Source: an optimization exercise on an open RTL-to-GDS flow (aim: a short achievable clock period and few clock cycles). Production flows keep margins and buffers that such runs may drop.
Only simulation tests tie the RTL to the original design; equivalence was not proved.

== the baseline ==
// cpu_top
module cpu_top (
    input  logic                clk,
    input  logic                rst_n,
    output logic                fetch_req,
    output cpu_pkg::pc_t        fetch_addr,
    input  logic                fetch_valid,
    input  cpu_pkg::instr_t     fetch_instr,
    output logic                mem_rd_req,
    output logic                mem_wr_req,
    output cpu_pkg::data_addr_t mem_addr,
    output cpu_pkg::word_t      mem_wdata,
    input  logic                mem_rvalid,
    input  cpu_pkg::word_t      mem_rdata,
    input  logic                mem_wack,
    output logic                retire,
    output logic                halted
);
Size: about 3,800 cells after synthesis, ~820 flip-flops, roughly 40,000 um2 of cells after synthesis.
Settings: LEC_CHECK=0, ABC_CLOCK_PERIOD_IN_PS=2500, CAP_MARGIN=20, CORE_MARGIN=2, CORE_UTILIZATION=40, PLACE_DENSITY=0.6, SLEW_MARGIN=20; clock period 10.0 ns.
standard.sh (not shown) runs the stock make flow with config.mk's settings and CLKGATE_MAP_FILE= SYNTH_SCRIPT=/design/flow/synth_recipe.tcl, a recipe that flattens the netlist after the stock synthesis.
==> flow/flow/run.sh <==
#!/bin/bash
set -euo pipefail
bash standard.sh SETUP_SLACK_MARGIN=7.5 MATCH_CELL_FOOTPRINT=0 \
    "BUFFER_PORTS_ARGS=-buffer_cell sky130_fd_sc_hd__buf_4" finish > flow_make.log 2>&1
The baseline finished every stage and its layout cleared the timing, DRC and antenna checks.
Testbench counts of the baseline, summed over its fixed seeds: cycles 38,217.
Inputs modified between the baseline and the candidate:
-- flow/design.v --
<<< the baseline, line 63
    logic        freq_q;                 
    logic [11:0] fpc_q;                  
    logic        fpend_q;                
    logic        fbr_q;                  
>>> the candidate, line 63
    logic        freq_q;                 
    logic [11:0] fpc_q;                  
    logic [11:0] fa_q;                   
    logic        fpend_q;                
    logic        fbr_q;                  
<<< the baseline, line 106
    logic [15:0] regs [16];
    assign fetch_req  = freq_q;
    assign fetch_addr = fpc_q;
    assign mem_rd_req = rdreq_q;
    assign mem_wr_req = wrreq_q;
>>> the candidate, line 107
    logic [15:0] regs [16];
    assign fetch_req  = freq_q;
    assign fetch_addr = fa_q;
    assign mem_rd_req = rdreq_q;
    assign mem_wr_req = wrreq_q;
<<< the baseline, line 170
            fpc_q <= fpc_d;
        end
    end
    always_ff @(posedge clk or negedge rst_n) begin
>>> the candidate, line 171
            fpc_q <= fpc_d;
        end
    end
    always_ff @(posedge clk) begin
        fa_q <= fpc_d;
    end
    always_ff @(posedge clk or negedge rst_n) begin
<<< the baseline, line 377
        if (launch) lo_wr_q <= m_ld_q ? m_wr_q : 16'd0;
    end
    logic [15:0] ld_wr_q, w_wr_q, wm_wr_q;
    logic [15:0] ldd_q, w_res_q, wm_res_q;
    always_ff @(posedge clk or negedge rst_n) begin
        if (!rst_n) begin
            ld_wr_q <= '0;
            w_wr_q  <= '0;
            wm_wr_q <= '0;
        end else begin
            ld_wr_q <= mem_rvalid ? lo_wr_q : 16'd0;
            w_wr_q  <= e1_wr_q;
            wm_wr_q <= e3_wr_q;
        end
    end
    always_ff @(posedge clk) begin
        ldd_q    <= mem_rdata;
        w_res_q  <= alu_res;
        wm_res_q <= mul_res;
    end
    always_ff @(posedge clk or negedge rst_n) begin
        if (!rst_n) begin
>>> the candidate, line 381
        if (launch) lo_wr_q <= m_ld_q ? m_wr_q : 16'd0;
    end
    logic [15:0] ld_wr, w_wr_q, wm_wr;
    logic [15:0] w_res_q;
    always_ff @(posedge clk or negedge rst_n) begin
        if (!rst_n) begin
            w_wr_q  <= '0;
        end else begin
            w_wr_q  <= e1_wr_q;
        end
    end
    always_ff @(posedge clk) begin
        w_res_q  <= alu_res;
    end
    assign ld_wr = mem_rvalid ? lo_wr_q : 16'd0;
    assign wm_wr = e3_wr_q;
    always_ff @(posedge clk or negedge rst_n) begin
        if (!rst_n) begin
<<< the baseline, line 401
        end else begin
            for (int i = 0; i < 16; i++) begin
                if (ld_wr_q[i]) begin
                    regs[i] <= ldd_q;
                end else if (w_wr_q[i]) begin
                    regs[i] <= w_res_q;
                end else if (wm_wr_q[i]) begin
                    regs[i] <= wm_res_q;
                end
            end
            pend_q <= (pend_q & ~ld_wr_q & ~w_wr_q & ~wm_wr_q) | (d_issue ? wr_oh : 16'd0);
        end
    end
>>> the candidate, line 401
        end else begin
            for (int i = 0; i < 16; i++) begin
                if (ld_wr[i]) begin
                    regs[i] <= mem_rdata;
                end else if (w_wr_q[i]) begin
                    regs[i] <= w_res_q;
                end else if (wm_wr[i]) begin
                    regs[i] <= mul_res;
                end
            end
            pend_q <= (pend_q & ~ld_wr & ~w_wr_q & ~wm_wr) | (d_issue ? wr_oh : 16'd0);
        end
    end
[summary]
The final layout from the candidate, which completed every stage, passed the timing, DRC and antenna checks at the end of the flow.
Flip-flop and latch count (the baseline / the candidate): 1.07
Delta (the candidate minus the baseline): data arrival time of the critical path now larger, part of the Yosys area used for sequential elements now smaller, depth of the worst register-to-register path now smaller, portion of the layout cell area used by clock cells comparable, combined area of the multi-input logic cells now larger.
When the candidate is measured against the baseline, its number of non-clock buffers turns out 26 lower.
Testbench counts of the candidate, summed over its fixed seeds: cycles 38,156.

static timing again, ports no longer ideal:
Ports are ideal in the flow. The routed layouts listed here were re-timed in OpenROAD.
Step 1 sets driving cells, clkbuf_16 on the clock port and buf_2 on the other inputs (assumed; they add their load-dependent delay and slew).
Step 2 also shifts input and output timing later by t, the mid clock arrival at the registers, as if the neighbouring blocks saw the same clock.
a / b / c = ideal ports / drivers / drivers and shift; a / b = the first two.
run	shift t [ns]	setup WS [ns]	worst hold slack (ns)	latest minus earliest clock arrival (ns)	worst slew at a driven data input, ns
the baseline	0.728	6.767 / 6.702 / 6.671	0.322 / 0.322 / 0.322	0.042 / 0.043	0.19
the candidate	0.738	6.750 / 6.681 / 6.658	0.329 / 0.329 / 0.329	0.034 / 0.035	0.20
After both steps every run listed still meets setup and hold. For the baseline, which loses most, drivers alone change the setup slack by -0.065 ns; drivers and shift together by -0.096 ns.
